This is an optimization exercise on Yosys and OpenROAD, whose aim is small area, not a production implementation. The RTL was checked by simulation tests, not by an equivalence proof against the original design. No activity file was given, so power comes from the tool's default toggle rates.

// frame_fifo_sync
module frame_fifo_sync #(
    parameter int WORD_W = 16,
    parameter int NUM_CH = 8,
    parameter int DEPTH  = 16,
    parameter int SEL_W  = $clog2(NUM_CH),
    parameter int CNT_W  = $clog2(DEPTH) + 1
) (
    input  logic                     sample_clk,
    input  logic                     reset_n,
    input  logic [WORD_W-1:0]        data_in,
    input  logic                     done,
    input  logic [SEL_W-1:0]         atmchsel,
    input  logic                     last_word,
    input  logic [CNT_W-1:0]         threshold,
    input  logic                     ovf_mode,
    input  logic                     flush,
    input  logic                     frame_pop,
    input  logic                     clear_flags,
    output logic [NUM_CH*WORD_W-1:0] frame_data_out,
    output logic                     fifo_ready,
    output logic [CNT_W-1:0]         frame_count,
    output logic                     overflow,
    output logic                     underflow
);
Size in the first run: roughly 8,900 cells after synthesis, ~170 I/O pins, ~81,000 um2 of cells after synthesis.
==> flow/config.mk <==
export PLATFORM = sky130hd
export DESIGN_NAME = frame_fifo_sync
export DESIGN_NICKNAME = frame_fifo_sync
export VERILOG_FILES = /design/flow/design.v
export SDC_FILE = /design/flow/constraint.sdc
export NUM_CORES = 4
export LEC_CHECK = 0
export CAP_MARGIN = 10
export CORE_MARGIN = 2
export CORE_UTILIZATION = 60
export CTS_BUF_LIST = sky130_fd_sc_hd__clkbuf_8
export CTS_CLUSTER_SIZE = 30
export SLEW_MARGIN = 10
==> flow/constraint.sdc <==
create_clock -name core_clock -period 6.0 [get_ports {sample_clk}]
set_input_delay 1.2000 -clock core_clock [delete_from_list [all_inputs] [get_ports {sample_clk}]]
set_output_delay 1.2000 -clock core_clock [all_outputs]
set_load 0.01 [all_outputs]
run.sh (not shown) runs the stock make flow with config.mk's settings and CLKGATE_MAP_FILE= SYNTH_SCRIPT=/design/flow/synth_recipe.tcl, a recipe that flattens the netlist after the stock synthesis.
The baseline completed without violations.
Next try:
- CAP_MARGIN: 10 -> 20
- CORE_UTILIZATION: 60 -> 55
- CTS_BUF_LIST: sky130_fd_sc_hd__clkbuf_8 -> sky130_fd_sc_hd__clkbuf_16
- CTS_CLUSTER_DIAMETER: unset -> 80
- CTS_CLUSTER_SIZE: 30 -> 25
- SLEW_MARGIN: 10 -> 20
What happened:
- critical path depth falls by 1
- global-route usage falls by 2.7 points
- wire length rises by 2.8%
- total power falls by about 11%
- via count falls by 2.5%
- sequential cell count does not change
- die area rises by about 9%
- area after synthesis does not change
- final cell count falls by about 2.3%

========
The RTL this note starts from:
==> flow/design.v <==
module frame_fifo_sync #(
    parameter int WORD_W = 16,
    parameter int NUM_CH = 8,
    parameter int DEPTH  = 16,
    parameter int SEL_W  = $clog2(NUM_CH),
    parameter int CNT_W  = $clog2(DEPTH) + 1
) (
    input  logic                     sample_clk,
    input  logic                     reset_n,
    input  logic [WORD_W-1:0]        data_in,
    input  logic                     done,
    input  logic [SEL_W-1:0]         atmchsel,
    input  logic                     last_word,
    input  logic [CNT_W-1:0]         threshold,
    input  logic                     ovf_mode,
    input  logic                     flush,
    input  logic                     frame_pop,
    input  logic                     clear_flags,
    output logic [NUM_CH*WORD_W-1:0] frame_data_out,
    output logic                     fifo_ready,
    output logic [CNT_W-1:0]         frame_count,
    output logic                     overflow,
    output logic                     underflow
);
    localparam int PTR_W = $clog2(DEPTH);
    localparam int FRAME_W = NUM_CH * WORD_W;
    localparam logic [CNT_W-1:0] DEPTH_C = CNT_W'(DEPTH);
    logic                          commit;
    logic                          stage_clr;
    logic [NUM_CH-1:0]             slot_hit;
    logic [NUM_CH-1:0]             slot_vld_q;
    logic [NUM_CH-1:0][WORD_W-1:0] slot_q;
    logic [NUM_CH-1:0][WORD_W-1:0] frame_merged;
    logic [PTR_W-1:0] wr_ptr_q, wr_ptr_d;
    logic [PTR_W-1:0] rd_ptr_q, rd_ptr_d;
    logic [CNT_W-1:0] count_q, count_d;
    logic             ovf_q, ovf_d;
    logic             udf_q, udf_d;
    logic             wr_en;
    logic [FRAME_W-1:0] mem_q [DEPTH];
    assign commit    = done && last_word;
    assign stage_clr = flush || commit;
    genvar k;
    generate
        for (k = 0; k < NUM_CH; k++) begin : g_slot
            assign slot_hit[k] = done && (atmchsel == SEL_W'(k));
            always_ff @(posedge sample_clk) begin
                if (slot_hit[k])
                    slot_q[k] <= data_in;
            end
            always_ff @(posedge sample_clk or negedge reset_n) begin
                if (!reset_n)
                    slot_vld_q[k] <= 1'b0;
                else if (stage_clr)
                    slot_vld_q[k] <= 1'b0;
                else if (slot_hit[k])
                    slot_vld_q[k] <= 1'b1;
            end
            assign frame_merged[k] = slot_hit[k] ? data_in
                                   : (slot_q[k] & {WORD_W{slot_vld_q[k]}});
        end
    endgenerate
    always_comb begin
        logic full;
        logic do_pop;
        logic cnt_inc;
        logic rd_inc;
        logic ovf_set;
        logic udf_set;
        full    = (count_q == DEPTH_C);
        do_pop  = frame_pop && (count_q != '0);
        wr_en   = 1'b0;
        cnt_inc = 1'b0;
        rd_inc  = 1'b0;
        ovf_set = 1'b0;
        udf_set = 1'b0;
        wr_ptr_d = wr_ptr_q;
        rd_ptr_d = rd_ptr_q;
        count_d  = count_q;
        if (flush) begin
            wr_ptr_d = '0;
            rd_ptr_d = '0;
            count_d  = '0;
        end else begin
            udf_set = frame_pop && (count_q == '0);
            if (commit) begin
                if (!full || do_pop) begin
                    wr_en   = 1'b1;
                    cnt_inc = 1'b1;
                end else if (ovf_mode) begin
                    wr_en   = 1'b1;
                    rd_inc  = 1'b1;
                    ovf_set = 1'b1;
                end else begin
                    ovf_set = 1'b1;
                end
            end
            if (do_pop)
                rd_inc = 1'b1;
            if (wr_en)
                wr_ptr_d = wr_ptr_q + PTR_W'(1);
            if (rd_inc)
                rd_ptr_d = rd_ptr_q + PTR_W'(1);
            count_d = count_q + CNT_W'(cnt_inc) - CNT_W'(do_pop);
        end
        ovf_d = ovf_q;
        if (ovf_set)
            ovf_d = 1'b1;
        else if (clear_flags)
            ovf_d = 1'b0;
        udf_d = udf_q;
        if (udf_set)
            udf_d = 1'b1;
        else if (clear_flags)
            udf_d = 1'b0;
    end
    always_ff @(posedge sample_clk or negedge reset_n) begin
        if (!reset_n) begin
            wr_ptr_q <= '0;
            rd_ptr_q <= '0;
            count_q  <= '0;
            ovf_q    <= 1'b0;
            udf_q    <= 1'b0;
        end else begin
            wr_ptr_q <= wr_ptr_d;
            rd_ptr_q <= rd_ptr_d;
            count_q  <= count_d;
            ovf_q    <= ovf_d;
            udf_q    <= udf_d;
        end
    end
    logic [DEPTH-1:0] wsel_q, wsel_d;
    always_comb begin
        wsel_d = '0;
        wsel_d[wr_ptr_d] = 1'b1;
    end
    always_ff @(posedge sample_clk or negedge reset_n) begin
        if (!reset_n)
            wsel_q <= DEPTH'(1);
        else
            wsel_q <= wsel_d;
    end
    logic [DEPTH-1:0] mem_we, mem_hold;
    always_comb begin
        for (int e = 0; e < DEPTH; e++) begin
            mem_we[e]   = wsel_q[e] && wr_en;
            mem_hold[e] = (wr_ptr_q != PTR_W'(e)) || !wr_en;
        end
    end
    logic [DEPTH-1:0] mem_tag_q;
    always_ff @(posedge sample_clk) begin
        for (int e = 0; e < DEPTH; e++) begin
            mem_q[e]     <= ~((mem_q[e] | {FRAME_W{mem_we[e]}}) & (frame_merged | {FRAME_W{mem_hold[e]}}));
            mem_tag_q[e] <= ~((mem_tag_q[e] | mem_we[e]) & mem_hold[e]);
        end
    end
    logic [DEPTH-1:0] rd_sel_q, rd_sel_d;
    always_comb begin
        rd_sel_d = '0;
        if (count_d != '0)
            rd_sel_d[rd_ptr_d] = 1'b1;
    end
    always_ff @(posedge sample_clk or negedge reset_n) begin
        if (!reset_n)
            rd_sel_q <= '0;
        else
            rd_sel_q <= rd_sel_d;
    end
    wire [DEPTH-1:0] rd_sel = rd_sel_q;
    logic [FRAME_W-1:0] rd_raw;
    logic               rd_tag;
    always_comb begin
        rd_raw = '0;
        rd_tag = 1'b0;
        for (int e = 0; e < DEPTH; e++) begin
            rd_raw = rd_raw | (mem_q[e] & {FRAME_W{rd_sel[e]}});
            rd_tag = rd_tag | (mem_tag_q[e] & rd_sel[e]);
        end
    end
    assign frame_data_out = rd_raw ^ {FRAME_W{rd_tag}};
    assign fifo_ready     = count_q >= ((threshold == '0) ? CNT_W'(1) : threshold);
    assign frame_count    = count_q;
    assign overflow       = ovf_q;
    assign underflow      = udf_q;
endmodule
Settings: LEC_CHECK=0, CAP_MARGIN=5, CORE_MARGIN=2, CORE_UTILIZATION=55, SLEW_MARGIN=5; clock period 6.0 ns.
standard.sh (not shown) runs the stock make flow with config.mk's settings and CLKGATE_MAP_FILE= SYNTH_SCRIPT=/design/flow/synth_recipe.tcl, a recipe that flattens the netlist after the stock synthesis.
==> flow/flow/run.sh <==
#!/bin/bash
# Standard layout with a leaner clock tree (no dummy balancing loads, clkbuf_8 sink
# clusters) and minimum-size port buffers. Every other step is the standard flow's own.
set -euo pipefail
bash standard.sh \
  "CTS_ARGS=-sink_clustering_enable -repair_clock_nets -dont_use_dummy_load -buf_list sky130_fd_sc_hd__clkbuf_8 -sink_clustering_size 16 -sink_clustering_max_diameter 60" \
  "BUFFER_PORTS_ARGS=-buffer_cell sky130_fd_sc_hd__buf_1" \
  finish > run_flow.log 2>&1
The baseline completed with no timing, DRC or antenna violations.
Edit:
--- a/flow/config.mk
+++ b/flow/config.mk
@@ -10 +10,2 @@
-export CORE_UTILIZATION = 55
+export CORE_UTILIZATION = 62
+export PLACE_DENSITY = 0.7
The new run produced a clean layout; register-to-register slack is better by 40 ps; critical path depth stays the same; area after synthesis does not change; design area goes down by 0.91%; sequential share of layout area went up by 0.52 points; total power is lower by 0.36%; die area goes down by 11%; setup slack gains 270 ps; clock power decreases by about 1%.

[re-timing with driven ports]
Ports are ideal in the flow. The routed layouts listed here were re-timed in OpenROAD.
Step 1: set_driving_cell puts a clkbuf_16 on sample_clk and a buf_2 on each other input, an assumption about the parent block.
Step 2, shift: input delay + t, output delay - t, t = (earliest + latest rising clock arrival at the registers) / 2. This alone moves slack from input paths to output paths.
Slacks: ideal ports / drivers / drivers and shift; pairs: ideal ports / drivers.
run | shift t [ns] | setup WS [ns] | hold slack, ns | latest minus earliest clock arrival (ns) | worst data-port slew with drivers (ns)
the first run of note 1 | 1.097 | 0.638 / 0.558 / 1.209 | 0.125 / 0.069 / 0.453 | 0.051 / 0.051 | 0.17
the second run of note 1 | 0.865 | 0.910 / 0.822 / 0.990 | 0.300 / 0.249 / 0.459 | 0.035 / 0.036 | 0.22
the first run of note 2 | 0.991 | 0.683 / 0.602 / 1.292 | 0.438 / 0.438 / 0.438 | 0.069 / 0.068 | 0.21
the second run of note 2 | 0.992 | 0.949 / 0.860 / 1.292 | 0.439 / 0.408 / 0.439 | 0.097 / 0.096 | 0.19
After both steps every run listed still meets setup and hold.
